This design comes from an exercise in tuning for small area, a short achievable clock period and few clock cycles per item on the open sky130 flow, not from production work.
Function was not checked in any run shown here: the RTL went through the layout flow alone.
Power is estimated from default activity; no workload was simulated.

## flow/design.v (module list and top-level ports; edited modules follow where they fit)
// module dsp_fa: 10 lines
// module dsp_ha: 9 lines
// module dsp_benc: 16 lines
// module dsp_benca: 17 lines
// module dsp_xg: 10 lines
// module dsp_pg: 11 lines
// module dsp_g: 8 lines
// module dsp_slice_top: 2408 lines
module dsp_slice_top (
    input  logic                 w_CLK,
    input  logic                 RSTALLCARRYIN,
    input  logic                 wb_cyc,
    input  logic                 wb_stb,
    input  logic [103:0]         wb_op,
    output logic                 wb_ack,
    output logic                 res_valid,
    output logic [52:0]          res,
    input  logic                 res_ready
);
  // ...
==> flow/flow/run.sh <==
#!/bin/bash
# The standard layout (standard.sh: the ORFS flow and synthesis), with
# the port buffers made of plain buffers instead of ORFS's default pick.
set -euo pipefail
export BUFFER_PORTS_ARGS="-buffer_cell sky130_fd_sc_hd__buf_2"
bash standard.sh > standard.log 2>&1
==> flow/standard.sh <==
#!/bin/bash
# synth_recipe.tcl (not shown) runs the flow's synth.tcl, then flattens the netlist and writes it again
# the make line also repeats each setting of config.mk as NAME=value (left out here)
make -C /OpenROAD-flow-scripts/flow DESIGN_CONFIG=/design/flow/config.mk WORK_HOME=/design/flow/orfs CLKGATE_MAP_FILE= SYNTH_SCRIPT=/design/flow/synth_recipe.tcl "${@:-finish}"
==> flow/config.mk <==
export PLATFORM = sky130hd
export DESIGN_NAME = dsp_slice_top
export DESIGN_NICKNAME = dsp_slice_top
export VERILOG_FILES = /design/flow/design.v
export SDC_FILE = /design/flow/constraint.sdc
export NUM_CORES = 4
export LEC_CHECK = 0
export CAP_MARGIN = 20
export CORE_MARGIN = 2
export CORE_UTILIZATION = 50
export SETUP_SLACK_MARGIN = 2.7
export SLEW_MARGIN = 20
export SYNTH_HIERARCHICAL = 1
export SYNTH_MINIMUM_KEEP_SIZE = 0
==> flow/constraint.sdc <==
create_clock -name core_clock -period 7.5 [get_ports {w_CLK}]
set_input_delay 1.5000 -clock core_clock [delete_from_list [all_inputs] [get_ports {w_CLK}]]
set_output_delay 1.5000 -clock core_clock [all_outputs]
set_load 0.01 [all_outputs]
==> impl_metrics.sql, run 1 <==
INSERT INTO impl_metrics (metric_group, metric, value, unit) VALUES
('run_status', 'result_of_the_run', 'timing/DRC/antenna clean', ''),
('critical_path', 'rrSetupSlack', '2.76', 'ns'),
('power_and_ir_drop', 'comb_power', '9.83', 'mW'),
('timing', 'report.final.hold_viol_count', '0', ''),
('drt', 'drt-vias-per-instance', '6.34', ''),
('min_path', 'min_delay_worst_endpoint', 'pbdp_q', ''),
('critical_path', 'worst-endpoint-arrival', '5.01', 'ns'),
('critical_path', 'worst_setup_path_end_kind', 'flop', ''),
('die', 'floorplan.io_pins', '164', ''),
('grt', 'groute.layer.met1.usage', '0.451', ''),
('power_and_ir_drop', 'pwr_density_cell', '498', 'nW/µm²'),
('power_and_ir_drop', 'proportion_of_power_drawn_by_flip_flops_and_latches', '0.208', ''),
('cells_and_area', 'areaGrowthSynthToFinish', '11.1', '%'),
('cells_and_area', 'layout_commonest_cell', 'xnor2_1', ''),
('cells_and_area', 'seqAreaFraction', '0.229', ''),
('cts', 'cts_inserted_buffers', '22', ''),
('cells_and_area', 'clock_area_frac', '0.0250', ''),
('cells_and_area', 'insertedDiodeCount', '1', ''),
('power_and_ir_drop', 'cellLeakagePower', '11.5', 'nW'),
('critical_path', 'worst_reg2reg_endpoint', 'co_q', ''),
('power_and_ir_drop', 'power_report.internal_total', '7.52', 'mW'),
('cells_and_area', 'multi_input_gates', '1702', ''),
('timing', 'unrepaired_setup_endpoints_after_global_routing', 'yes', ''),
('cells_and_area', 'postLayoutCellArea', '27600', 'µm²'),
('placement', 'routabilityCongestion', '1.01', ''),
('cells_and_area', 'multi_input_logic_portion_of_the_cell_area', '0.664', ''),
('cts', 'clk_pin_slew', '0.07', 'ns'),
('grt', 'globalRoute.busiestLayer', 'met2', '');
==> inputs of run 2 (changes only) <==
--- a/flow/design.v
+++ b/flow/design.v
@@ -205,24 +205,16 @@
         end else if (s1_free) begin
             s1_valid <= accept;
         end
     end
     logic bo0;
     logic bt0;
     logic bn0;
     logic bs0;
-    logic bo0h;
-    logic bt0h;
-    logic bn0h;
-    logic bs0h;
-    logic bo0m;
-    logic bt0m;
-    logic bn0m;
-    logic bs0m;
     logic pp1;
     logic pp2;
     logic pp3;
     logic pp4;
     logic pp5;
     logic pp6;
     logic pp7;
     logic pp8;
@@ -246,24 +238,16 @@
     logic pp26;
     logic pp27;
     logic pp28;
     logic ps29;
     logic bo1;
     logic bt1;
     logic bn1;
     logic bs1;
-    logic bo1h;
-    logic bt1h;
-    logic bn1h;
-    logic bs1h;
-    logic bo1m;
-    logic bt1m;
-    logic bn1m;
-    logic bs1m;
     logic pp30;
     logic pp31;
     logic pp32;
     logic pp33;
     logic pp34;
     logic pp35;
     logic pp36;
     logic pp37;
@@ -287,24 +271,16 @@
     logic pp55;
     logic pp56;
     logic pp57;
     logic ps58;
     logic bo2;
     logic bt2;
     logic bn2;
     logic bs2;
-    logic bo2h;
-    logic bt2h;
-    logic bn2h;
-    logic bs2h;
-    logic bo2m;
-    logic bt2m;
-    logic bn2m;
-    logic bs2m;
     logic pp59;
     logic pp60;
     logic pp61;
     logic pp62;
     logic pp63;
     logic pp64;
     logic pp65;
     logic pp66;
@@ -328,24 +304,16 @@
     logic pp84;
     logic pp85;
     logic pp86;
     logic ps87;
     logic bo3;
     logic bt3;
     logic bn3;
     logic bs3;
-    logic bo3h;
-    logic bt3h;
-    logic bn3h;
-    logic bs3h;
-    logic bo3m;
-    logic bt3m;
-    logic bn3m;
-    logic bs3m;
     logic pp88;
     logic pp89;
     logic pp90;
     logic pp91;
     logic pp92;
     logic pp93;
     logic pp94;
     logic pp95;
@@ -369,24 +337,16 @@
     logic pp113;
     logic pp114;
     logic pp115;
     logic ps116;
     logic bo4;
     logic bt4;
     logic bn4;
     logic bs4;
-    logic bo4h;
-    logic bt4h;
-    logic bn4h;
-    logic bs4h;
-    logic bo4m;
-    logic bt4m;
-    logic bn4m;
-    logic bs4m;
     logic pp117;
     logic pp118;
     logic pp119;
     logic pp120;
     logic pp121;
     logic pp122;
     logic pp123;
     logic pp124;
@@ -410,24 +370,16 @@
     logic pp142;
     logic pp143;
     logic pp144;
     logic ps145;
     logic bo5;
     logic bt5;
     logic bn5;
     logic bs5;
-    logic bo5h;
-    logic bt5h;
-    logic bn5h;
-    logic bs5h;
-    logic bo5m;
-    logic bt5m;
-    logic bn5m;
-    logic bs5m;
     logic pp146;
     logic pp147;
     logic pp148;
     logic pp149;
     logic pp150;
     logic pp151;
     logic pp152;
     logic pp153;
@@ -451,24 +403,16 @@
     logic pp171;
     logic pp172;
     logic pp173;
     logic ps174;
     logic bo6;
     logic bt6;
     logic bn6;
     logic bs6;
-    logic bo6h;
-    logic bt6h;
-    logic bn6h;
-    logic bs6h;
-    logic bo6m;
-    logic bt6m;
-    logic bn6m;
-    logic bs6m;
     logic pp175;
     logic pp176;
     logic pp177;
     logic pp178;
     logic pp179;
     logic pp180;
     logic pp181;
     logic pp182;
@@ -492,24 +436,16 @@
     logic pp200;
     logic pp201;
     logic pp202;
     logic ps203;
     logic bo7;
     logic bt7;
     logic bn7;
     logic bs7;
-    logic bo7h;
-    logic bt7h;
-    logic bn7h;
-    logic bs7h;
-    logic bo7m;
-    logic bt7m;
-    logic bn7m;
-    logic bs7m;
     logic pp204;
     logic pp205;
     logic pp206;
     logic pp207;
     logic pp208;
     logic pp209;
     logic pp210;
     logic pp211;
@@ -533,24 +469,16 @@
     logic pp229;
     logic pp230;
     logic pp231;
     logic ps232;
     logic bo8;
     logic bt8;
     logic bn8;
     logic bs8;
-    logic bo8h;
-    logic bt8h;
-    logic bn8h;
-    logic bs8h;
-    logic bo8m;
-    logic bt8m;
-    logic bn8m;
-    logic bs8m;
     logic pp233;
     logic pp234;
     logic pp235;
     logic pp236;
     logic pp237;
     logic pp238;
     logic pp239;
     logic pp240;
@@ -999,302 +927,284 @@
     logic c683;
     logic s684;
     logic c685;
     logic s686;
     logic c687;
     logic s688;
     logic c689;
     dsp_benca u_be0 (.x_mult(x_mult), .x_ab(x_ab), .sub(sub), .b1(b[1]), .b0(b[0]), .bm(1'b0), .one(bo0), .two(bt0), .neg(bn0), .sel_ab(bs0));
-    dsp_benca u_be0h (.x_mult(x_mult), .x_ab(x_ab), .sub(sub), .b1(b[1]), .b0(b[0]), .bm(1'b0), .one(bo0h), .two(bt0h), .neg(bn0h), .sel_ab(bs0h));
-    dsp_benca u_be0m (.x_mult(x_mult), .x_ab(x_ab), .sub(sub), .b1(b[1]), .b0(b[0]), .bm(1'b0), .one(bo0m), .two(bt0m), .neg(bn0m), .sel_ab(bs0m));
     assign pp1 = ((bo0 & am[0]) | (bs0 & ab[0])) ^ bn0;
     assign pp2 = ((bo0 & am[1]) | (bt0 & am[0]) | (bs0 & ab[1])) ^ bn0;
     assign pp3 = ((bo0 & am[2]) | (bt0 & am[1])) ^ bn0;
     assign pp4 = ((bo0 & am[3]) | (bt0 & am[2])) ^ bn0;
     assign pp5 = ((bo0 & am[4]) | (bt0 & am[3])) ^ bn0;
     assign pp6 = ((bo0 & am[5]) | (bt0 & am[4])) ^ bn0;
     assign pp7 = ((bo0 & am[6]) | (bt0 & am[5])) ^ bn0;
     assign pp8 = ((bo0 & am[7]) | (bt0 & am[6])) ^ bn0;
     assign pp9 = ((bo0 & am[8]) | (bt0 & am[7])) ^ bn0;
     assign pp10 = ((bo0 & am[9]) | (bt0 & am[8])) ^ bn0;
-    assign pp11 = ((bo0m & am[10]) | (bt0m & am[9])) ^ bn0m;
-    assign pp12 = ((bo0m & am[11]) | (bt0m & am[10])) ^ bn0m;
-    assign pp13 = ((bo0m & am[12]) | (bt0m & am[11])) ^ bn0m;
-    assign pp14 = ((bo0m & am[13]) | (bt0m & am[12])) ^ bn0m;
-    assign pp15 = ((bo0m & am[14]) | (bt0m & am[13])) ^ bn0m;
-    assign pp16 = ((bo0m & am[15]) | (bt0m & am[14])) ^ bn0m;
-    assign pp17 = ((bo0m & am[16]) | (bt0m & am[15])) ^ bn0m;
-    assign pp18 = ((bo0m & am[17]) | (bt0m & am[16])) ^ bn0m;
-    assign pp19 = ((bo0m & am[18]) | (bt0m & am[17])) ^ bn0m;
-    assign pp20 = ((bo0h & am[19]) | (bt0h & am[18])) ^ bn0h;
-    assign pp21 = ((bo0h & am[20]) | (bt0h & am[19])) ^ bn0h;
-    assign pp22 = ((bo0h & am[21]) | (bt0h & am[20])) ^ bn0h;
-    assign pp23 = ((bo0h & am[22]) | (bt0h & am[21])) ^ bn0h;
-    assign pp24 = ((bo0h & am[23]) | (bt0h & am[22])) ^ bn0h;
-    assign pp25 = ((bo0h & am[24]) | (bt0h & am[23])) ^ bn0h;
-    assign pp26 = ((bo0h & am[25]) | (bt0h & am[24])) ^ bn0h;
-    assign pp27 = ((bo0h & am[26]) | (bt0h & am[25])) ^ bn0h;
-    assign pp28 = ((bo0h & am[26]) | (bt0h & am[26])) ^ bn0h;
+    assign pp11 = ((bo0 & am[10]) | (bt0 & am[9])) ^ bn0;
+    assign pp12 = ((bo0 & am[11]) | (bt0 & am[10])) ^ bn0;
+    assign pp13 = ((bo0 & am[12]) | (bt0 & am[11])) ^ bn0;
+    assign pp14 = ((bo0 & am[13]) | (bt0 & am[12])) ^ bn0;
+    assign pp15 = ((bo0 & am[14]) | (bt0 & am[13])) ^ bn0;
+    assign pp16 = ((bo0 & am[15]) | (bt0 & am[14])) ^ bn0;
+    assign pp17 = ((bo0 & am[16]) | (bt0 & am[15])) ^ bn0;
+    assign pp18 = ((bo0 & am[17]) | (bt0 & am[16])) ^ bn0;
+    assign pp19 = ((bo0 & am[18]) | (bt0 & am[17])) ^ bn0;
+    assign pp20 = ((bo0 & am[19]) | (bt0 & am[18])) ^ bn0;
+    assign pp21 = ((bo0 & am[20]) | (bt0 & am[19])) ^ bn0;
+    assign pp22 = ((bo0 & am[21]) | (bt0 & am[20])) ^ bn0;
+    assign pp23 = ((bo0 & am[22]) | (bt0 & am[21])) ^ bn0;
+    assign pp24 = ((bo0 & am[23]) | (bt0 & am[22])) ^ bn0;
+    assign pp25 = ((bo0 & am[24]) | (bt0 & am[23])) ^ bn0;
+    assign pp26 = ((bo0 & am[25]) | (bt0 & am[24])) ^ bn0;
+    assign pp27 = ((bo0 & am[26]) | (bt0 & am[25])) ^ bn0;
+    assign pp28 = ((bo0 & am[26]) | (bt0 & am[26])) ^ bn0;
     assign ps29 = ~pp28;
     dsp_benca u_be1 (.x_mult(x_mult), .x_ab(x_ab), .sub(sub), .b1(b[3]), .b0(b[2]), .bm(b[1]), .one(bo1), .two(bt1), .neg(bn1), .sel_ab(bs1));
-    dsp_benca u_be1h (.x_mult(x_mult), .x_ab(x_ab), .sub(sub), .b1(b[3]), .b0(b[2]), .bm(b[1]), .one(bo1h), .two(bt1h), .neg(bn1h), .sel_ab(bs1h));
-    dsp_benca u_be1m (.x_mult(x_mult), .x_ab(x_ab), .sub(sub), .b1(b[3]), .b0(b[2]), .bm(b[1]), .one(bo1m), .two(bt1m), .neg(bn1m), .sel_ab(bs1m));
     assign pp30 = ((bo1 & am[0]) | (bs1 & ab[2])) ^ bn1;
     assign pp31 = ((bo1 & am[1]) | (bt1 & am[0]) | (bs1 & ab[3])) ^ bn1;
     assign pp32 = ((bo1 & am[2]) | (bt1 & am[1])) ^ bn1;
     assign pp33 = ((bo1 & am[3]) | (bt1 & am[2])) ^ bn1;
     assign pp34 = ((bo1 & am[4]) | (bt1 & am[3])) ^ bn1;
     assign pp35 = ((bo1 & am[5]) | (bt1 & am[4])) ^ bn1;
     assign pp36 = ((bo1 & am[6]) | (bt1 & am[5])) ^ bn1;
     assign pp37 = ((bo1 & am[7]) | (bt1 & am[6])) ^ bn1;
     assign pp38 = ((bo1 & am[8]) | (bt1 & am[7])) ^ bn1;
     assign pp39 = ((bo1 & am[9]) | (bt1 & am[8])) ^ bn1;
-    assign pp40 = ((bo1m & am[10]) | (bt1m & am[9])) ^ bn1m;
-    assign pp41 = ((bo1m & am[11]) | (bt1m & am[10])) ^ bn1m;
-    assign pp42 = ((bo1m & am[12]) | (bt1m & am[11])) ^ bn1m;
-    assign pp43 = ((bo1m & am[13]) | (bt1m & am[12])) ^ bn1m;
-    assign pp44 = ((bo1m & am[14]) | (bt1m & am[13])) ^ bn1m;
-    assign pp45 = ((bo1m & am[15]) | (bt1m & am[14])) ^ bn1m;
-    assign pp46 = ((bo1m & am[16]) | (bt1m & am[15])) ^ bn1m;
-    assign pp47 = ((bo1m & am[17]) | (bt1m & am[16])) ^ bn1m;
-    assign pp48 = ((bo1m & am[18]) | (bt1m & am[17])) ^ bn1m;
-    assign pp49 = ((bo1h & am[19]) | (bt1h & am[18])) ^ bn1h;
-    assign pp50 = ((bo1h & am[20]) | (bt1h & am[19])) ^ bn1h;
-    assign pp51 = ((bo1h & am[21]) | (bt1h & am[20])) ^ bn1h;
-    assign pp52 = ((bo1h & am[22]) | (bt1h & am[21])) ^ bn1h;
-    assign pp53 = ((bo1h & am[23]) | (bt1h & am[22])) ^ bn1h;
-    assign pp54 = ((bo1h & am[24]) | (bt1h & am[23])) ^ bn1h;
-    assign pp55 = ((bo1h & am[25]) | (bt1h & am[24])) ^ bn1h;
-    assign pp56 = ((bo1h & am[26]) | (bt1h & am[25])) ^ bn1h;
-    assign pp57 = ((bo1h & am[26]) | (bt1h & am[26])) ^ bn1h;
+    assign pp40 = ((bo1 & am[10]) | (bt1 & am[9])) ^ bn1;
+    assign pp41 = ((bo1 & am[11]) | (bt1 & am[10])) ^ bn1;
+    assign pp42 = ((bo1 & am[12]) | (bt1 & am[11])) ^ bn1;
+    assign pp43 = ((bo1 & am[13]) | (bt1 & am[12])) ^ bn1;
+    assign pp44 = ((bo1 & am[14]) | (bt1 & am[13])) ^ bn1;
+    assign pp45 = ((bo1 & am[15]) | (bt1 & am[14])) ^ bn1;
+    assign pp46 = ((bo1 & am[16]) | (bt1 & am[15])) ^ bn1;
+    assign pp47 = ((bo1 & am[17]) | (bt1 & am[16])) ^ bn1;
+    assign pp48 = ((bo1 & am[18]) | (bt1 & am[17])) ^ bn1;
+    assign pp49 = ((bo1 & am[19]) | (bt1 & am[18])) ^ bn1;
+    assign pp50 = ((bo1 & am[20]) | (bt1 & am[19])) ^ bn1;
+    assign pp51 = ((bo1 & am[21]) | (bt1 & am[20])) ^ bn1;
+    assign pp52 = ((bo1 & am[22]) | (bt1 & am[21])) ^ bn1;
+    assign pp53 = ((bo1 & am[23]) | (bt1 & am[22])) ^ bn1;
+    assign pp54 = ((bo1 & am[24]) | (bt1 & am[23])) ^ bn1;
+    assign pp55 = ((bo1 & am[25]) | (bt1 & am[24])) ^ bn1;
+    assign pp56 = ((bo1 & am[26]) | (bt1 & am[25])) ^ bn1;
+    assign pp57 = ((bo1 & am[26]) | (bt1 & am[26])) ^ bn1;
     assign ps58 = ~pp57;
     dsp_benca u_be2 (.x_mult(x_mult), .x_ab(x_ab), .sub(sub), .b1(b[5]), .b0(b[4]), .bm(b[3]), .one(bo2), .two(bt2), .neg(bn2), .sel_ab(bs2));
-    dsp_benca u_be2h (.x_mult(x_mult), .x_ab(x_ab), .sub(sub), .b1(b[5]), .b0(b[4]), .bm(b[3]), .one(bo2h), .two(bt2h), .neg(bn2h), .sel_ab(bs2h));
-    dsp_benca u_be2m (.x_mult(x_mult), .x_ab(x_ab), .sub(sub), .b1(b[5]), .b0(b[4]), .bm(b[3]), .one(bo2m), .two(bt2m), .neg(bn2m), .sel_ab(bs2m));
     assign pp59 = ((bo2 & am[0]) | (bs2 & ab[4])) ^ bn2;
     assign pp60 = ((bo2 & am[1]) | (bt2 & am[0]) | (bs2 & ab[5])) ^ bn2;
     assign pp61 = ((bo2 & am[2]) | (bt2 & am[1])) ^ bn2;
     assign pp62 = ((bo2 & am[3]) | (bt2 & am[2])) ^ bn2;
     assign pp63 = ((bo2 & am[4]) | (bt2 & am[3])) ^ bn2;
     assign pp64 = ((bo2 & am[5]) | (bt2 & am[4])) ^ bn2;
     assign pp65 = ((bo2 & am[6]) | (bt2 & am[5])) ^ bn2;
     assign pp66 = ((bo2 & am[7]) | (bt2 & am[6])) ^ bn2;
     assign pp67 = ((bo2 & am[8]) | (bt2 & am[7])) ^ bn2;
     assign pp68 = ((bo2 & am[9]) | (bt2 & am[8])) ^ bn2;
-    assign pp69 = ((bo2m & am[10]) | (bt2m & am[9])) ^ bn2m;
-    assign pp70 = ((bo2m & am[11]) | (bt2m & am[10])) ^ bn2m;
-    assign pp71 = ((bo2m & am[12]) | (bt2m & am[11])) ^ bn2m;
-    assign pp72 = ((bo2m & am[13]) | (bt2m & am[12])) ^ bn2m;
-    assign pp73 = ((bo2m & am[14]) | (bt2m & am[13])) ^ bn2m;
-    assign pp74 = ((bo2m & am[15]) | (bt2m & am[14])) ^ bn2m;
-    assign pp75 = ((bo2m & am[16]) | (bt2m & am[15])) ^ bn2m;
-    assign pp76 = ((bo2m & am[17]) | (bt2m & am[16])) ^ bn2m;
-    assign pp77 = ((bo2m & am[18]) | (bt2m & am[17])) ^ bn2m;
-    assign pp78 = ((bo2h & am[19]) | (bt2h & am[18])) ^ bn2h;
-    assign pp79 = ((bo2h & am[20]) | (bt2h & am[19])) ^ bn2h;
-    assign pp80 = ((bo2h & am[21]) | (bt2h & am[20])) ^ bn2h;
-    assign pp81 = ((bo2h & am[22]) | (bt2h & am[21])) ^ bn2h;
-    assign pp82 = ((bo2h & am[23]) | (bt2h & am[22])) ^ bn2h;
-    assign pp83 = ((bo2h & am[24]) | (bt2h & am[23])) ^ bn2h;
-    assign pp84 = ((bo2h & am[25]) | (bt2h & am[24])) ^ bn2h;
-    assign pp85 = ((bo2h & am[26]) | (bt2h & am[25])) ^ bn2h;
-    assign pp86 = ((bo2h & am[26]) | (bt2h & am[26])) ^ bn2h;
+    assign pp69 = ((bo2 & am[10]) | (bt2 & am[9])) ^ bn2;
+    assign pp70 = ((bo2 & am[11]) | (bt2 & am[10])) ^ bn2;
+    assign pp71 = ((bo2 & am[12]) | (bt2 & am[11])) ^ bn2;
+    assign pp72 = ((bo2 & am[13]) | (bt2 & am[12])) ^ bn2;
+    assign pp73 = ((bo2 & am[14]) | (bt2 & am[13])) ^ bn2;
+    assign pp74 = ((bo2 & am[15]) | (bt2 & am[14])) ^ bn2;
+    assign pp75 = ((bo2 & am[16]) | (bt2 & am[15])) ^ bn2;
+    assign pp76 = ((bo2 & am[17]) | (bt2 & am[16])) ^ bn2;
+    assign pp77 = ((bo2 & am[18]) | (bt2 & am[17])) ^ bn2;
+    assign pp78 = ((bo2 & am[19]) | (bt2 & am[18])) ^ bn2;
+    assign pp79 = ((bo2 & am[20]) | (bt2 & am[19])) ^ bn2;
+    assign pp80 = ((bo2 & am[21]) | (bt2 & am[20])) ^ bn2;
+    assign pp81 = ((bo2 & am[22]) | (bt2 & am[21])) ^ bn2;
+    assign pp82 = ((bo2 & am[23]) | (bt2 & am[22])) ^ bn2;
+    assign pp83 = ((bo2 & am[24]) | (bt2 & am[23])) ^ bn2;
+    assign pp84 = ((bo2 & am[25]) | (bt2 & am[24])) ^ bn2;
+    assign pp85 = ((bo2 & am[26]) | (bt2 & am[25])) ^ bn2;
+    assign pp86 = ((bo2 & am[26]) | (bt2 & am[26])) ^ bn2;
     assign ps87 = ~pp86;
     dsp_benca u_be3 (.x_mult(x_mult), .x_ab(x_ab), .sub(sub), .b1(b[7]), .b0(b[6]), .bm(b[5]), .one(bo3), .two(bt3), .neg(bn3), .sel_ab(bs3));
-    dsp_benca u_be3h (.x_mult(x_mult), .x_ab(x_ab), .sub(sub), .b1(b[7]), .b0(b[6]), .bm(b[5]), .one(bo3h), .two(bt3h), .neg(bn3h), .sel_ab(bs3h));
-    dsp_benca u_be3m (.x_mult(x_mult), .x_ab(x_ab), .sub(sub), .b1(b[7]), .b0(b[6]), .bm(b[5]), .one(bo3m), .two(bt3m), .neg(bn3m), .sel_ab(bs3m));
     assign pp88 = ((bo3 & am[0]) | (bs3 & ab[6])) ^ bn3;
     assign pp89 = ((bo3 & am[1]) | (bt3 & am[0]) | (bs3 & ab[7])) ^ bn3;
     assign pp90 = ((bo3 & am[2]) | (bt3 & am[1])) ^ bn3;
     assign pp91 = ((bo3 & am[3]) | (bt3 & am[2])) ^ bn3;
     assign pp92 = ((bo3 & am[4]) | (bt3 & am[3])) ^ bn3;
     assign pp93 = ((bo3 & am[5]) | (bt3 & am[4])) ^ bn3;
     assign pp94 = ((bo3 & am[6]) | (bt3 & am[5])) ^ bn3;
     assign pp95 = ((bo3 & am[7]) | (bt3 & am[6])) ^ bn3;
     assign pp96 = ((bo3 & am[8]) | (bt3 & am[7])) ^ bn3;
     assign pp97 = ((bo3 & am[9]) | (bt3 & am[8])) ^ bn3;
-    assign pp98 = ((bo3m & am[10]) | (bt3m & am[9])) ^ bn3m;
-    assign pp99 = ((bo3m & am[11]) | (bt3m & am[10])) ^ bn3m;
-    assign pp100 = ((bo3m & am[12]) | (bt3m & am[11])) ^ bn3m;
-    assign pp101 = ((bo3m & am[13]) | (bt3m & am[12])) ^ bn3m;
-    assign pp102 = ((bo3m & am[14]) | (bt3m & am[13])) ^ bn3m;
-    assign pp103 = ((bo3m & am[15]) | (bt3m & am[14])) ^ bn3m;
-    assign pp104 = ((bo3m & am[16]) | (bt3m & am[15])) ^ bn3m;
-    assign pp105 = ((bo3m & am[17]) | (bt3m & am[16])) ^ bn3m;
-    assign pp106 = ((bo3m & am[18]) | (bt3m & am[17])) ^ bn3m;
-    assign pp107 = ((bo3h & am[19]) | (bt3h & am[18])) ^ bn3h;
-    assign pp108 = ((bo3h & am[20]) | (bt3h & am[19])) ^ bn3h;
-    assign pp109 = ((bo3h & am[21]) | (bt3h & am[20])) ^ bn3h;
-    assign pp110 = ((bo3h & am[22]) | (bt3h & am[21])) ^ bn3h;
-    assign pp111 = ((bo3h & am[23]) | (bt3h & am[22])) ^ bn3h;
-    assign pp112 = ((bo3h & am[24]) | (bt3h & am[23])) ^ bn3h;
-    assign pp113 = ((bo3h & am[25]) | (bt3h & am[24])) ^ bn3h;
-    assign pp114 = ((bo3h & am[26]) | (bt3h & am[25])) ^ bn3h;
-    assign pp115 = ((bo3h & am[26]) | (bt3h & am[26])) ^ bn3h;
+    assign pp98 = ((bo3 & am[10]) | (bt3 & am[9])) ^ bn3;
+    assign pp99 = ((bo3 & am[11]) | (bt3 & am[10])) ^ bn3;
+    assign pp100 = ((bo3 & am[12]) | (bt3 & am[11])) ^ bn3;
+    assign pp101 = ((bo3 & am[13]) | (bt3 & am[12])) ^ bn3;
+    assign pp102 = ((bo3 & am[14]) | (bt3 & am[13])) ^ bn3;
+    assign pp103 = ((bo3 & am[15]) | (bt3 & am[14])) ^ bn3;
+    assign pp104 = ((bo3 & am[16]) | (bt3 & am[15])) ^ bn3;
+    assign pp105 = ((bo3 & am[17]) | (bt3 & am[16])) ^ bn3;
+    assign pp106 = ((bo3 & am[18]) | (bt3 & am[17])) ^ bn3;
+    assign pp107 = ((bo3 & am[19]) | (bt3 & am[18])) ^ bn3;
+    assign pp108 = ((bo3 & am[20]) | (bt3 & am[19])) ^ bn3;
+    assign pp109 = ((bo3 & am[21]) | (bt3 & am[20])) ^ bn3;
+    assign pp110 = ((bo3 & am[22]) | (bt3 & am[21])) ^ bn3;
+    assign pp111 = ((bo3 & am[23]) | (bt3 & am[22])) ^ bn3;
+    assign pp112 = ((bo3 & am[24]) | (bt3 & am[23])) ^ bn3;
+    assign pp113 = ((bo3 & am[25]) | (bt3 & am[24])) ^ bn3;
+    assign pp114 = ((bo3 & am[26]) | (bt3 & am[25])) ^ bn3;
+    assign pp115 = ((bo3 & am[26]) | (bt3 & am[26])) ^ bn3;
     assign ps116 = ~pp115;
     dsp_benca u_be4 (.x_mult(x_mult), .x_ab(x_ab), .sub(sub), .b1(b[9]), .b0(b[8]), .bm(b[7]), .one(bo4), .two(bt4), .neg(bn4), .sel_ab(bs4));
-    dsp_benca u_be4h (.x_mult(x_mult), .x_ab(x_ab), .sub(sub), .b1(b[9]), .b0(b[8]), .bm(b[7]), .one(bo4h), .two(bt4h), .neg(bn4h), .sel_ab(bs4h));
-    dsp_benca u_be4m (.x_mult(x_mult), .x_ab(x_ab), .sub(sub), .b1(b[9]), .b0(b[8]), .bm(b[7]), .one(bo4m), .two(bt4m), .neg(bn4m), .sel_ab(bs4m));
     assign pp117 = ((bo4 & am[0]) | (bs4 & ab[8])) ^ bn4;
     assign pp118 = ((bo4 & am[1]) | (bt4 & am[0]) | (bs4 & ab[9])) ^ bn4;
     assign pp119 = ((bo4 & am[2]) | (bt4 & am[1])) ^ bn4;
     assign pp120 = ((bo4 & am[3]) | (bt4 & am[2])) ^ bn4;
     assign pp121 = ((bo4 & am[4]) | (bt4 & am[3])) ^ bn4;
     assign pp122 = ((bo4 & am[5]) | (bt4 & am[4])) ^ bn4;
     assign pp123 = ((bo4 & am[6]) | (bt4 & am[5])) ^ bn4;
     assign pp124 = ((bo4 & am[7]) | (bt4 & am[6])) ^ bn4;
     assign pp125 = ((bo4 & am[8]) | (bt4 & am[7])) ^ bn4;
     assign pp126 = ((bo4 & am[9]) | (bt4 & am[8])) ^ bn4;
-    assign pp127 = ((bo4m & am[10]) | (bt4m & am[9])) ^ bn4m;
-    assign pp128 = ((bo4m & am[11]) | (bt4m & am[10])) ^ bn4m;
-    assign pp129 = ((bo4m & am[12]) | (bt4m & am[11])) ^ bn4m;
-    assign pp130 = ((bo4m & am[13]) | (bt4m & am[12])) ^ bn4m;
-    assign pp131 = ((bo4m & am[14]) | (bt4m & am[13])) ^ bn4m;
-    assign pp132 = ((bo4m & am[15]) | (bt4m & am[14])) ^ bn4m;
-    assign pp133 = ((bo4m & am[16]) | (bt4m & am[15])) ^ bn4m;
-    assign pp134 = ((bo4m & am[17]) | (bt4m & am[16])) ^ bn4m;
-    assign pp135 = ((bo4m & am[18]) | (bt4m & am[17])) ^ bn4m;
-    assign pp136 = ((bo4h & am[19]) | (bt4h & am[18])) ^ bn4h;
-    assign pp137 = ((bo4h & am[20]) | (bt4h & am[19])) ^ bn4h;
-    assign pp138 = ((bo4h & am[21]) | (bt4h & am[20])) ^ bn4h;
-    assign pp139 = ((bo4h & am[22]) | (bt4h & am[21])) ^ bn4h;
-    assign pp140 = ((bo4h & am[23]) | (bt4h & am[22])) ^ bn4h;
-    assign pp141 = ((bo4h & am[24]) | (bt4h & am[23])) ^ bn4h;
-    assign pp142 = ((bo4h & am[25]) | (bt4h & am[24])) ^ bn4h;
-    assign pp143 = ((bo4h & am[26]) | (bt4h & am[25])) ^ bn4h;
-    assign pp144 = ((bo4h & am[26]) | (bt4h & am[26])) ^ bn4h;
+    assign pp127 = ((bo4 & am[10]) | (bt4 & am[9])) ^ bn4;
+    assign pp128 = ((bo4 & am[11]) | (bt4 & am[10])) ^ bn4;
+    assign pp129 = ((bo4 & am[12]) | (bt4 & am[11])) ^ bn4;
+    assign pp130 = ((bo4 & am[13]) | (bt4 & am[12])) ^ bn4;
+    assign pp131 = ((bo4 & am[14]) | (bt4 & am[13])) ^ bn4;
+    assign pp132 = ((bo4 & am[15]) | (bt4 & am[14])) ^ bn4;
+    assign pp133 = ((bo4 & am[16]) | (bt4 & am[15])) ^ bn4;
+    assign pp134 = ((bo4 & am[17]) | (bt4 & am[16])) ^ bn4;
+    assign pp135 = ((bo4 & am[18]) | (bt4 & am[17])) ^ bn4;
+    assign pp136 = ((bo4 & am[19]) | (bt4 & am[18])) ^ bn4;
+    assign pp137 = ((bo4 & am[20]) | (bt4 & am[19])) ^ bn4;
+    assign pp138 = ((bo4 & am[21]) | (bt4 & am[20])) ^ bn4;
+    assign pp139 = ((bo4 & am[22]) | (bt4 & am[21])) ^ bn4;
+    assign pp140 = ((bo4 & am[23]) | (bt4 & am[22])) ^ bn4;
+    assign pp141 = ((bo4 & am[24]) | (bt4 & am[23])) ^ bn4;
+    assign pp142 = ((bo4 & am[25]) | (bt4 & am[24])) ^ bn4;
+    assign pp143 = ((bo4 & am[26]) | (bt4 & am[25])) ^ bn4;
+    assign pp144 = ((bo4 & am[26]) | (bt4 & am[26])) ^ bn4;
     assign ps145 = ~pp144;
     dsp_benca u_be5 (.x_mult(x_mult), .x_ab(x_ab), .sub(sub), .b1(b[11]), .b0(b[10]), .bm(b[9]), .one(bo5), .two(bt5), .neg(bn5), .sel_ab(bs5));
-    dsp_benca u_be5h (.x_mult(x_mult), .x_ab(x_ab), .sub(sub), .b1(b[11]), .b0(b[10]), .bm(b[9]), .one(bo5h), .two(bt5h), .neg(bn5h), .sel_ab(bs5h));
-    dsp_benca u_be5m (.x_mult(x_mult), .x_ab(x_ab), .sub(sub), .b1(b[11]), .b0(b[10]), .bm(b[9]), .one(bo5m), .two(bt5m), .neg(bn5m), .sel_ab(bs5m));
     assign pp146 = ((bo5 & am[0]) | (bs5 & ab[10])) ^ bn5;
     assign pp147 = ((bo5 & am[1]) | (bt5 & am[0]) | (bs5 & ab[11])) ^ bn5;
     assign pp148 = ((bo5 & am[2]) | (bt5 & am[1])) ^ bn5;
     assign pp149 = ((bo5 & am[3]) | (bt5 & am[2])) ^ bn5;
     assign pp150 = ((bo5 & am[4]) | (bt5 & am[3])) ^ bn5;
     assign pp151 = ((bo5 & am[5]) | (bt5 & am[4])) ^ bn5;
     assign pp152 = ((bo5 & am[6]) | (bt5 & am[5])) ^ bn5;
     assign pp153 = ((bo5 & am[7]) | (bt5 & am[6])) ^ bn5;
     assign pp154 = ((bo5 & am[8]) | (bt5 & am[7])) ^ bn5;
     assign pp155 = ((bo5 & am[9]) | (bt5 & am[8])) ^ bn5;
-    assign pp156 = ((bo5m & am[10]) | (bt5m & am[9])) ^ bn5m;
-    assign pp157 = ((bo5m & am[11]) | (bt5m & am[10])) ^ bn5m;
-    assign pp158 = ((bo5m & am[12]) | (bt5m & am[11])) ^ bn5m;
-    assign pp159 = ((bo5m & am[13]) | (bt5m & am[12])) ^ bn5m;
-    assign pp160 = ((bo5m & am[14]) | (bt5m & am[13])) ^ bn5m;
-    assign pp161 = ((bo5m & am[15]) | (bt5m & am[14])) ^ bn5m;
-    assign pp162 = ((bo5m & am[16]) | (bt5m & am[15])) ^ bn5m;
-    assign pp163 = ((bo5m & am[17]) | (bt5m & am[16])) ^ bn5m;
-    assign pp164 = ((bo5m & am[18]) | (bt5m & am[17])) ^ bn5m;
-    assign pp165 = ((bo5h & am[19]) | (bt5h & am[18])) ^ bn5h;
-    assign pp166 = ((bo5h & am[20]) | (bt5h & am[19])) ^ bn5h;
-    assign pp167 = ((bo5h & am[21]) | (bt5h & am[20])) ^ bn5h;
-    assign pp168 = ((bo5h & am[22]) | (bt5h & am[21])) ^ bn5h;
-    assign pp169 = ((bo5h & am[23]) | (bt5h & am[22])) ^ bn5h;
-    assign pp170 = ((bo5h & am[24]) | (bt5h & am[23])) ^ bn5h;
-    assign pp171 = ((bo5h & am[25]) | (bt5h & am[24])) ^ bn5h;
-    assign pp172 = ((bo5h & am[26]) | (bt5h & am[25])) ^ bn5h;
-    assign pp173 = ((bo5h & am[26]) | (bt5h & am[26])) ^ bn5h;
+    assign pp156 = ((bo5 & am[10]) | (bt5 & am[9])) ^ bn5;
+    assign pp157 = ((bo5 & am[11]) | (bt5 & am[10])) ^ bn5;
+    assign pp158 = ((bo5 & am[12]) | (bt5 & am[11])) ^ bn5;
+    assign pp159 = ((bo5 & am[13]) | (bt5 & am[12])) ^ bn5;
+    assign pp160 = ((bo5 & am[14]) | (bt5 & am[13])) ^ bn5;
+    assign pp161 = ((bo5 & am[15]) | (bt5 & am[14])) ^ bn5;
+    assign pp162 = ((bo5 & am[16]) | (bt5 & am[15])) ^ bn5;
+    assign pp163 = ((bo5 & am[17]) | (bt5 & am[16])) ^ bn5;
+    assign pp164 = ((bo5 & am[18]) | (bt5 & am[17])) ^ bn5;
+    assign pp165 = ((bo5 & am[19]) | (bt5 & am[18])) ^ bn5;
+    assign pp166 = ((bo5 & am[20]) | (bt5 & am[19])) ^ bn5;
+    assign pp167 = ((bo5 & am[21]) | (bt5 & am[20])) ^ bn5;
+    assign pp168 = ((bo5 & am[22]) | (bt5 & am[21])) ^ bn5;
+    assign pp169 = ((bo5 & am[23]) | (bt5 & am[22])) ^ bn5;
+    assign pp170 = ((bo5 & am[24]) | (bt5 & am[23])) ^ bn5;
+    assign pp171 = ((bo5 & am[25]) | (bt5 & am[24])) ^ bn5;
+    assign pp172 = ((bo5 & am[26]) | (bt5 & am[25])) ^ bn5;
+    assign pp173 = ((bo5 & am[26]) | (bt5 & am[26])) ^ bn5;
     assign ps174 = ~pp173;
     dsp_benca u_be6 (.x_mult(x_mult), .x_ab(x_ab), .sub(sub), .b1(b[13]), .b0(b[12]), .bm(b[11]), .one(bo6), .two(bt6), .neg(bn6), .sel_ab(bs6));
-    dsp_benca u_be6h (.x_mult(x_mult), .x_ab(x_ab), .sub(sub), .b1(b[13]), .b0(b[12]), .bm(b[11]), .one(bo6h), .two(bt6h), .neg(bn6h), .sel_ab(bs6h));
-    dsp_benca u_be6m (.x_mult(x_mult), .x_ab(x_ab), .sub(sub), .b1(b[13]), .b0(b[12]), .bm(b[11]), .one(bo6m), .two(bt6m), .neg(bn6m), .sel_ab(bs6m));
     assign pp175 = ((bo6 & am[0]) | (bs6 & ab[12])) ^ bn6;
     assign pp176 = ((bo6 & am[1]) | (bt6 & am[0]) | (bs6 & ab[13])) ^ bn6;
     assign pp177 = ((bo6 & am[2]) | (bt6 & am[1])) ^ bn6;
     assign pp178 = ((bo6 & am[3]) | (bt6 & am[2])) ^ bn6;
     assign pp179 = ((bo6 & am[4]) | (bt6 & am[3])) ^ bn6;
     assign pp180 = ((bo6 & am[5]) | (bt6 & am[4])) ^ bn6;
     assign pp181 = ((bo6 & am[6]) | (bt6 & am[5])) ^ bn6;
     assign pp182 = ((bo6 & am[7]) | (bt6 & am[6])) ^ bn6;
     assign pp183 = ((bo6 & am[8]) | (bt6 & am[7])) ^ bn6;
     assign pp184 = ((bo6 & am[9]) | (bt6 & am[8])) ^ bn6;
-    assign pp185 = ((bo6m & am[10]) | (bt6m & am[9])) ^ bn6m;
-    assign pp186 = ((bo6m & am[11]) | (bt6m & am[10])) ^ bn6m;
-    assign pp187 = ((bo6m & am[12]) | (bt6m & am[11])) ^ bn6m;
-    assign pp188 = ((bo6m & am[13]) | (bt6m & am[12])) ^ bn6m;
-    assign pp189 = ((bo6m & am[14]) | (bt6m & am[13])) ^ bn6m;
-    assign pp190 = ((bo6m & am[15]) | (bt6m & am[14])) ^ bn6m;
-    assign pp191 = ((bo6m & am[16]) | (bt6m & am[15])) ^ bn6m;
-    assign pp192 = ((bo6m & am[17]) | (bt6m & am[16])) ^ bn6m;
-    assign pp193 = ((bo6m & am[18]) | (bt6m & am[17])) ^ bn6m;
-    assign pp194 = ((bo6h & am[19]) | (bt6h & am[18])) ^ bn6h;
-    assign pp195 = ((bo6h & am[20]) | (bt6h & am[19])) ^ bn6h;
-    assign pp196 = ((bo6h & am[21]) | (bt6h & am[20])) ^ bn6h;
-    assign pp197 = ((bo6h & am[22]) | (bt6h & am[21])) ^ bn6h;
-    assign pp198 = ((bo6h & am[23]) | (bt6h & am[22])) ^ bn6h;
-    assign pp199 = ((bo6h & am[24]) | (bt6h & am[23])) ^ bn6h;
-    assign pp200 = ((bo6h & am[25]) | (bt6h & am[24])) ^ bn6h;
-    assign pp201 = ((bo6h & am[26]) | (bt6h & am[25])) ^ bn6h;
-    assign pp202 = ((bo6h & am[26]) | (bt6h & am[26])) ^ bn6h;
+    assign pp185 = ((bo6 & am[10]) | (bt6 & am[9])) ^ bn6;
+    assign pp186 = ((bo6 & am[11]) | (bt6 & am[10])) ^ bn6;
+    assign pp187 = ((bo6 & am[12]) | (bt6 & am[11])) ^ bn6;
+    assign pp188 = ((bo6 & am[13]) | (bt6 & am[12])) ^ bn6;
+    assign pp189 = ((bo6 & am[14]) | (bt6 & am[13])) ^ bn6;
+    assign pp190 = ((bo6 & am[15]) | (bt6 & am[14])) ^ bn6;
+    assign pp191 = ((bo6 & am[16]) | (bt6 & am[15])) ^ bn6;
+    assign pp192 = ((bo6 & am[17]) | (bt6 & am[16])) ^ bn6;
+    assign pp193 = ((bo6 & am[18]) | (bt6 & am[17])) ^ bn6;
+    assign pp194 = ((bo6 & am[19]) | (bt6 & am[18])) ^ bn6;
+    assign pp195 = ((bo6 & am[20]) | (bt6 & am[19])) ^ bn6;
+    assign pp196 = ((bo6 & am[21]) | (bt6 & am[20])) ^ bn6;
+    assign pp197 = ((bo6 & am[22]) | (bt6 & am[21])) ^ bn6;
+    assign pp198 = ((bo6 & am[23]) | (bt6 & am[22])) ^ bn6;
+    assign pp199 = ((bo6 & am[24]) | (bt6 & am[23])) ^ bn6;
+    assign pp200 = ((bo6 & am[25]) | (bt6 & am[24])) ^ bn6;
+    assign pp201 = ((bo6 & am[26]) | (bt6 & am[25])) ^ bn6;
+    assign pp202 = ((bo6 & am[26]) | (bt6 & am[26])) ^ bn6;
     assign ps203 = ~pp202;
     dsp_benca u_be7 (.x_mult(x_mult), .x_ab(x_ab), .sub(sub), .b1(b[15]), .b0(b[14]), .bm(b[13]), .one(bo7), .two(bt7), .neg(bn7), .sel_ab(bs7));
-    dsp_benca u_be7h (.x_mult(x_mult), .x_ab(x_ab), .sub(sub), .b1(b[15]), .b0(b[14]), .bm(b[13]), .one(bo7h), .two(bt7h), .neg(bn7h), .sel_ab(bs7h));
-    dsp_benca u_be7m (.x_mult(x_mult), .x_ab(x_ab), .sub(sub), .b1(b[15]), .b0(b[14]), .bm(b[13]), .one(bo7m), .two(bt7m), .neg(bn7m), .sel_ab(bs7m));
     assign pp204 = ((bo7 & am[0]) | (bs7 & ab[14])) ^ bn7;
     assign pp205 = ((bo7 & am[1]) | (bt7 & am[0]) | (bs7 & ab[15])) ^ bn7;
     assign pp206 = ((bo7 & am[2]) | (bt7 & am[1])) ^ bn7;
     assign pp207 = ((bo7 & am[3]) | (bt7 & am[2])) ^ bn7;
     assign pp208 = ((bo7 & am[4]) | (bt7 & am[3])) ^ bn7;
     assign pp209 = ((bo7 & am[5]) | (bt7 & am[4])) ^ bn7;
     assign pp210 = ((bo7 & am[6]) | (bt7 & am[5])) ^ bn7;
     assign pp211 = ((bo7 & am[7]) | (bt7 & am[6])) ^ bn7;
     assign pp212 = ((bo7 & am[8]) | (bt7 & am[7])) ^ bn7;
     assign pp213 = ((bo7 & am[9]) | (bt7 & am[8])) ^ bn7;
-    assign pp214 = ((bo7m & am[10]) | (bt7m & am[9])) ^ bn7m;
-    assign pp215 = ((bo7m & am[11]) | (bt7m & am[10])) ^ bn7m;
-    assign pp216 = ((bo7m & am[12]) | (bt7m & am[11])) ^ bn7m;
-    assign pp217 = ((bo7m & am[13]) | (bt7m & am[12])) ^ bn7m;
-    assign pp218 = ((bo7m & am[14]) | (bt7m & am[13])) ^ bn7m;
-    assign pp219 = ((bo7m & am[15]) | (bt7m & am[14])) ^ bn7m;
-    assign pp220 = ((bo7m & am[16]) | (bt7m & am[15])) ^ bn7m;
-    assign pp221 = ((bo7m & am[17]) | (bt7m & am[16])) ^ bn7m;
-    assign pp222 = ((bo7m & am[18]) | (bt7m & am[17])) ^ bn7m;
-    assign pp223 = ((bo7h & am[19]) | (bt7h & am[18])) ^ bn7h;
-    assign pp224 = ((bo7h & am[20]) | (bt7h & am[19])) ^ bn7h;
-    assign pp225 = ((bo7h & am[21]) | (bt7h & am[20])) ^ bn7h;
-    assign pp226 = ((bo7h & am[22]) | (bt7h & am[21])) ^ bn7h;
-    assign pp227 = ((bo7h & am[23]) | (bt7h & am[22])) ^ bn7h;
-    assign pp228 = ((bo7h & am[24]) | (bt7h & am[23])) ^ bn7h;
-    assign pp229 = ((bo7h & am[25]) | (bt7h & am[24])) ^ bn7h;
-    assign pp230 = ((bo7h & am[26]) | (bt7h & am[25])) ^ bn7h;
-    assign pp231 = ((bo7h & am[26]) | (bt7h & am[26])) ^ bn7h;
+    assign pp214 = ((bo7 & am[10]) | (bt7 & am[9])) ^ bn7;
+    assign pp215 = ((bo7 & am[11]) | (bt7 & am[10])) ^ bn7;
+    assign pp216 = ((bo7 & am[12]) | (bt7 & am[11])) ^ bn7;
+    assign pp217 = ((bo7 & am[13]) | (bt7 & am[12])) ^ bn7;
+    assign pp218 = ((bo7 & am[14]) | (bt7 & am[13])) ^ bn7;
+    assign pp219 = ((bo7 & am[15]) | (bt7 & am[14])) ^ bn7;
+    assign pp220 = ((bo7 & am[16]) | (bt7 & am[15])) ^ bn7;
+    assign pp221 = ((bo7 & am[17]) | (bt7 & am[16])) ^ bn7;
+    assign pp222 = ((bo7 & am[18]) | (bt7 & am[17])) ^ bn7;
+    assign pp223 = ((bo7 & am[19]) | (bt7 & am[18])) ^ bn7;
+    assign pp224 = ((bo7 & am[20]) | (bt7 & am[19])) ^ bn7;
+    assign pp225 = ((bo7 & am[21]) | (bt7 & am[20])) ^ bn7;
+    assign pp226 = ((bo7 & am[22]) | (bt7 & am[21])) ^ bn7;
+    assign pp227 = ((bo7 & am[23]) | (bt7 & am[22])) ^ bn7;
+    assign pp228 = ((bo7 & am[24]) | (bt7 & am[23])) ^ bn7;
+    assign pp229 = ((bo7 & am[25]) | (bt7 & am[24])) ^ bn7;
+    assign pp230 = ((bo7 & am[26]) | (bt7 & am[25])) ^ bn7;
+    assign pp231 = ((bo7 & am[26]) | (bt7 & am[26])) ^ bn7;
     assign ps232 = ~pp231;
     dsp_benca u_be8 (.x_mult(x_mult), .x_ab(x_ab), .sub(sub), .b1(b[17]), .b0(b[16]), .bm(b[15]), .one(bo8), .two(bt8), .neg(bn8), .sel_ab(bs8));
-    dsp_benca u_be8h (.x_mult(x_mult), .x_ab(x_ab), .sub(sub), .b1(b[17]), .b0(b[16]), .bm(b[15]), .one(bo8h), .two(bt8h), .neg(bn8h), .sel_ab(bs8h));
-    dsp_benca u_be8m (.x_mult(x_mult), .x_ab(x_ab), .sub(sub), .b1(b[17]), .b0(b[16]), .bm(b[15]), .one(bo8m), .two(bt8m), .neg(bn8m), .sel_ab(bs8m));
     assign pp233 = ((bo8 & am[0]) | (bs8 & ab[16])) ^ bn8;
     assign pp234 = ((bo8 & am[1]) | (bt8 & am[0]) | (bs8 & ab[17])) ^ bn8;
     assign pp235 = ((bo8 & am[2]) | (bt8 & am[1]) | (bs8 & ab[18])) ^ bn8;
     assign pp236 = ((bo8 & am[3]) | (bt8 & am[2]) | (bs8 & ab[19])) ^ bn8;
     assign pp237 = ((bo8 & am[4]) | (bt8 & am[3]) | (bs8 & ab[20])) ^ bn8;
     assign pp238 = ((bo8 & am[5]) | (bt8 & am[4]) | (bs8 & ab[21])) ^ bn8;
     assign pp239 = ((bo8 & am[6]) | (bt8 & am[5]) | (bs8 & ab[22])) ^ bn8;
     assign pp240 = ((bo8 & am[7]) | (bt8 & am[6]) | (bs8 & ab[23])) ^ bn8;
     assign pp241 = ((bo8 & am[8]) | (bt8 & am[7]) | (bs8 & ab[24])) ^ bn8;
     assign pp242 = ((bo8 & am[9]) | (bt8 & am[8]) | (bs8 & ab[25])) ^ bn8;
-    assign pp243 = ((bo8m & am[10]) | (bt8m & am[9]) | (bs8m & ab[26])) ^ bn8m;
-    assign pp244 = ((bo8m & am[11]) | (bt8m & am[10]) | (bs8m & ab[27])) ^ bn8m;
-    assign pp245 = ((bo8m & am[12]) | (bt8m & am[11]) | (bs8m & ab[28])) ^ bn8m;
-    assign pp246 = ((bo8m & am[13]) | (bt8m & am[12]) | (bs8m & ab[29])) ^ bn8m;
-    assign pp247 = ((bo8m & am[14]) | (bt8m & am[13]) | (bs8m & ab[30])) ^ bn8m;
-    assign pp248 = ((bo8m & am[15]) | (bt8m & am[14]) | (bs8m & ab[31])) ^ bn8m;
-    assign pp249 = ((bo8m & am[16]) | (bt8m & am[15]) | (bs8m & ab[32])) ^ bn8m;
-    assign pp250 = ((bo8m & am[17]) | (bt8m & am[16]) | (bs8m & ab[33])) ^ bn8m;
-    assign pp251 = ((bo8m & am[18]) | (bt8m & am[17]) | (bs8m & ab[34])) ^ bn8m;
-    assign pp252 = ((bo8h & am[19]) | (bt8h & am[18]) | (bs8h & ab[35])) ^ bn8h;
-    assign pp253 = ((bo8h & am[20]) | (bt8h & am[19]) | (bs8h & ab[36])) ^ bn8h;
-    assign pp254 = ((bo8h & am[21]) | (bt8h & am[20]) | (bs8h & ab[37])) ^ bn8h;
-    assign pp255 = ((bo8h & am[22]) | (bt8h & am[21]) | (bs8h & ab[38])) ^ bn8h;
-    assign pp256 = ((bo8h & am[23]) | (bt8h & am[22]) | (bs8h & ab[39])) ^ bn8h;
-    assign pp257 = ((bo8h & am[24]) | (bt8h & am[23]) | (bs8h & ab[40])) ^ bn8h;
-    assign pp258 = ((bo8h & am[25]) | (bt8h & am[24]) | (bs8h & ab[41])) ^ bn8h;
-    assign pp259 = ((bo8h & am[26]) | (bt8h & am[25]) | (bs8h & ab[42])) ^ bn8h;
-    assign pp260 = ((bo8h & am[26]) | (bt8h & am[26])) ^ bn8h;
+    assign pp243 = ((bo8 & am[10]) | (bt8 & am[9]) | (bs8 & ab[26])) ^ bn8;
+    assign pp244 = ((bo8 & am[11]) | (bt8 & am[10]) | (bs8 & ab[27])) ^ bn8;
+    assign pp245 = ((bo8 & am[12]) | (bt8 & am[11]) | (bs8 & ab[28])) ^ bn8;
+    assign pp246 = ((bo8 & am[13]) | (bt8 & am[12]) | (bs8 & ab[29])) ^ bn8;
+    assign pp247 = ((bo8 & am[14]) | (bt8 & am[13]) | (bs8 & ab[30])) ^ bn8;
+    assign pp248 = ((bo8 & am[15]) | (bt8 & am[14]) | (bs8 & ab[31])) ^ bn8;
+    assign pp249 = ((bo8 & am[16]) | (bt8 & am[15]) | (bs8 & ab[32])) ^ bn8;
+    assign pp250 = ((bo8 & am[17]) | (bt8 & am[16]) | (bs8 & ab[33])) ^ bn8;
+    assign pp251 = ((bo8 & am[18]) | (bt8 & am[17]) | (bs8 & ab[34])) ^ bn8;
+    assign pp252 = ((bo8 & am[19]) | (bt8 & am[18]) | (bs8 & ab[35])) ^ bn8;
+    assign pp253 = ((bo8 & am[20]) | (bt8 & am[19]) | (bs8 & ab[36])) ^ bn8;
+    assign pp254 = ((bo8 & am[21]) | (bt8 & am[20]) | (bs8 & ab[37])) ^ bn8;
+    assign pp255 = ((bo8 & am[22]) | (bt8 & am[21]) | (bs8 & ab[38])) ^ bn8;
+    assign pp256 = ((bo8 & am[23]) | (bt8 & am[22]) | (bs8 & ab[39])) ^ bn8;
+    assign pp257 = ((bo8 & am[24]) | (bt8 & am[23]) | (bs8 & ab[40])) ^ bn8;
+    assign pp258 = ((bo8 & am[25]) | (bt8 & am[24]) | (bs8 & ab[41])) ^ bn8;
+    assign pp259 = ((bo8 & am[26]) | (bt8 & am[25]) | (bs8 & ab[42])) ^ bn8;
+    assign pp260 = ((bo8 & am[26]) | (bt8 & am[26])) ^ bn8;
     assign ps261 = ~pp260;
     assign s262 = ~ps29;
     assign s263 = ~pp56;
     assign s264 = ~pp85;
     assign s265 = ~pp114;
     assign s266 = ~pp143;
     assign s267 = ~pp172;
     assign s268 = ~pp201;
==> flow/config.mk (replaced) <==
export PLATFORM = sky130hd
export DESIGN_NAME = dsp_slice_top
export DESIGN_NICKNAME = dsp_slice_top
export VERILOG_FILES = /design/flow/design.v
export SDC_FILE = /design/flow/constraint.sdc
export NUM_CORES = 4
export LEC_CHECK = 0
export CAP_MARGIN = 20
export CORE_MARGIN = 2
export CORE_UTILIZATION = 50
export SETUP_SLACK_MARGIN = 2.5
export SLEW_MARGIN = 20
export SYNTH_HIERARCHICAL = 1
export SYNTH_MINIMUM_KEEP_SIZE = 0
==> run 2 against run 1 <==
Net effect:
- area after synthesis down 4.0%
- utilization down 1.0 points
- largest power group unchanged
- final cell count down 5.2%
- highest routed layer unchanged
- sequential cell count unchanged
- critical endpoint is now q1[25]
- first-iteration DRC count down 8.2%
- count of clock-buffer cells in the layout up 3
- global-route usage up 0.82 points
- cell area down 5.0%
- worst setup slack worse by 0.21 ns
- combinational power down 8.3%
- wire length down 3.5%
==> impl_metrics.sql, run 2 <==
INSERT INTO impl_metrics (metric_group, metric, value, unit) VALUES
('cells_and_area', 'layout.cells.most_common_list', '326 x fa_1, 294 x xnor2_1, 226 x a22oi_1, 209 x edfxtp_1, 184 x a21o_1', ''),
('critical_path', 'crit_type', 'primary input to flop', ''),
('yosys', 'post-synth-top-count-cell', 'fa_1', ''),
('cts', 'clkLatencyLatePin', '0.55', 'ns'),
('timing', 'slew-limit-headroom', '0.452', ''),
('cells_and_area', 'final_nets', '2593', ''),
('critical_path', 'worstSetupStartpointType', 'primary input', ''),
('yosys', 'synth_enable_flop_cells', '209', ''),
('yosys', 'synthArstFlopShare', '0', ''),
('cells_and_area', 'areaGrowthSynthToFinish', '9.93', '%'),
('die', 'fp.dieW', '223', 'µm'),
('yosys', 'post_synth_most_frequent_cells', '326 x fa_1, 294 x xnor2_1, 226 x a22oi_1, 209 x edfxtp_1, 184 x a21o_1', ''),
('die', 'floorplan.rows', '80', ''),
('drt', 'drtAntennaViolNets', '0', ''),
('timing', 'share_of_the_cycle_needed_by_the_critical_path_after_routing', '0.661', ''),
('critical_path', 'worst_ep_required_time', '7.78', 'ns'),
('power_and_ir_drop', 'ir_worst_vdd', '0.272', 'mV'),
('timing', 'slew_at_the_pin_closest_to_its_max_slew_limit', '0.822', 'ns'),
('drt', 'routed-via-count', '17300', ''),
('cts', 'tritoncts', 'built', ''),
('timing', 'unrepaired_setup_endpoints_after_global_routing', 'yes', ''),
('cts', 'clk_pin_slew', '0.06', 'ns'),
('die', 'die_area', '49500', 'µm²'),
('placement', 'place_ws', '1.47', 'ns'),
('timing', 'period_needed', '4.95', 'ns'),
('cts', 'cts_inserted_buffers', '25', ''),
('cells_and_area', 'final_core_utilization', '0.553', ''),
('grt', 'groute.layer.met1.usage', '0.438', ''),
('cts', 'clk_root_buffer_cell', 'clkbuf_16', ''),
('cells_and_area', 'reg.largest.list', 'q0 x50, q1 x50', ''),
('timing', 'clock_skew', '0.0171', 'ns'),
('timing', 'report.final.hold_viol_count', '0', ''),
('grt', 'globalRoute.busiestLayer', 'met2', ''),
('grt', 'grt_pass1_vias', '17800', ''),
('die', 'fp.dieH', '223', 'µm'),
('timing', 'finalSetupViolCount', '0', ''),
('power_and_ir_drop', 'pwr_density_cell', '502', 'nW/µm²'),
('grt', 'gr-total-overflow', '0', ''),
('run', 'maxCapViolCount', '0', ''),
('yosys', 'post-synth-top-area-cell', 'fa_1', ''),
('yosys', 'top_post_synthesis_cells_by_area', 'fa_1 27%, edfxtp_1 26%, xnor2_1 11%, a22oi_1 7.1%, a21o_1 5.8%', ''),
('grt', 'globalRouteMet3Util', '0.0718', ''),
('die', 'floorplan.io_pins', '164', ''),
('grt', 'gr-usage-all-layers', '0.311', ''),
('yosys', 'synth_ff_type', 'edfxtp_1', ''),
('placement', 'routabilityCongestion', '0.926', ''),
('yosys', 'yosysWarningCount', '7', ''),
('drt', 'initialDrtViolationCount', '2103', ''),
('yosys', 'postSynthCellCount', '2022', ''),
('placement', 'buffer_ports.inserted', '163', ''),
('yosys', 'syn_avg_cell_area', '11.8', 'µm²'),
('min_path', 'timing.hold.worst.class', 'flop to flop', ''),
('yosys', 'synth_top_cell_area_share', '0.273', ''),
('timing', 'layout_setup_ws', '2.55', 'ns'),
('yosys', 'post_synth_num_cell_types', '40', ''),
('cells_and_area', 'layout_commonest_cell', 'fa_1', ''),
('critical_path', 'path_max_fanout', '20', ''),
('grt', 'grt_pass1_wl', '115000', 'µm'),
('cts', 'cts-root-to-sink-buffers', '3', ''),
('cells_and_area', 'drive_gt1_frac', '0.140', ''),
('timing', 'clock.fmax', '0.202', 'GHz'),
('timing', 'timing.setup.tns', '0', 'ns'),
('die', 'core_area', '47400', 'µm²'),
('grt', 'grt_antenna_before_repair', '1', ''),
('cts', 'clock_sink_count', '212', ''),
('drt', 'drt-vias-per-instance', '6.37', ''),
('critical_path', 'worst-endpoint-arrival', '5.24', 'ns'),
('run_status', 'result_of_the_run', 'timing/DRC/antenna clean', ''),
('power_and_ir_drop', 'cellLeakagePower', '11.4', 'nW'),
('critical_path', 'worst_setup_path_end_kind', 'flop', ''),
('drt', 'drt-wirelength-per-cell', '28.4', 'µm');
run 2: path summary, 6_finish.rpt:
check                              start     end  slack, ns  cells past startpoint
worst max-delay path            wb_op[6]  q1[25]       2.55                     11
worst min-delay path                q_pz   pdp_q       0.56                      1
worst max register to register     q_sub    co_q       2.69                     17
worst min register to register      q_pz   pdp_q       0.56                      1
run 2: stage by stage:
stage               area [µm²]  hold WS [ns]  power [mW]  std cells
CTS                      26100         0.554        13.2       2698
detailed placement       25100         0.546        11.8       2645
global placement         25000         0.536        11.6       2642
finish                   26200         0.556        13.2       2711
global route             26200         0.595        14.3       2710
floorplan                23900         0.468        9.11       2024
run 2: kinds of logic after synthesis:
group | after synthesis | synth area share
other cells | 1 | 0.000157
xor+xnor | 422 | 0.155
mux | 1 | 0.000629
compound gates | 557 | 0.176
simple gates | 180 | 0.0463
fa+ha+maj | 405 | 0.315
buf+inv | 244 | 0.0419
flops | 212 | 0.265
run 2: metal layers:
layer / wire length [µm] / part of all wire
met1: 31900 / 0.42
met2: 34300 / 0.45
met5: 0 / 0
met4: 2510 / 0.033
met3: 8100 / 0.11
run 2: area by class of cell:
class / count / area (µm²)
Fill cell: 4061 / 21200
Clock inverter: 16 / 209
Multi-Input combinational cell: 1571 / 16700
Clock buffer: 27 / 633
Timing Repair Buffer: 223 / 1370
Inverter: 46 / 173
Tap cell: 615 / 769
Sequential cell: 212 / 6340
Antenna cell: 1 / 2.50
run 2: worst max-delay path: stages:
cell and delay [ns]:
buf_2 0.22, nor2b_4 0.22, buf_12 0.16, a21boi_4 0.34, buf_4 0.35, a22oi_1 0.15
xnor2_1 0.44, fa_1 0.51, fa_1 0.40, fa_1 0.51, fa_1 0.41
run 2: per-module statistics from Yosys (local to each module, per instance):
| module | times used | cells | cell area [µm²] |
|---|---|---|---|
| dsp_ha | 77 | 1 | 12.5 |
| dsp_fa | 326 | 1 | 20.0 |
| dsp_slice_top | 1 | 1321 | 14200 |
| dsp_benca | 9 | 8 | 63.8 |
| dsp_pg | 89 | 2 | 13.8 |
| dsp_g | 48 | 1 | 7.51 |
run 2: report_power, final:
group / internal [mW] / total (mW) / leakage [nW] / switching (mW)
sequential: 2.34 / 2.88 / 2.21 / 0.536
combinational: 4.08 / 9.01 / 8.81 / 4.93
clock: 0.778 / 1.28 / 0.418 / 0.502
total: 7.20 / 13.2 / 11.4 / 5.97
run 2: timing repair:
action,4_1_cts,5_1_grt
setup endpoints to repair,58,41
pin swaps,0,1
hold endpoints to repair,0,0
resized for setup,18,5
cloned,3,0
setup buffers,7,12
hold buffers,0,0

## static timing again, ports no longer ideal
How much do the figures lean on ideal ports? The routed layouts below were timed once more, with nothing changed but the port constraints. Step 1 (the two cells are an assumption about what drives the block):
set clk [get_ports {w_CLK}]
set_driving_cell -lib_cell sky130_fd_sc_hd__clkbuf_16 $clk
set_driving_cell -lib_cell sky130_fd_sc_hd__buf_2 [delete_from_list [all_inputs] $clk]
Step 2, shift: input delay + t, output delay - t, t = (earliest + latest rising clock arrival at the registers) / 2. This alone moves slack from input paths to output paths. Three values: no drivers, after step 1, after step 2; two values: the first two.
run	t, ns	setup WS [ns]	worst register clock-pin slew, ns	pins driven straight from the clock port
run 1	0.579	2.760 / 2.760 / 2.212	0.08 / 0.08	1
run 2	0.593	2.546 / 2.504 / 1.910	0.07 / 0.07	1
After both steps every run listed still meets setup and hold. The setup slack of run 2, which loses most, moves by -0.042 ns with the drivers and by -0.636 ns with both steps.
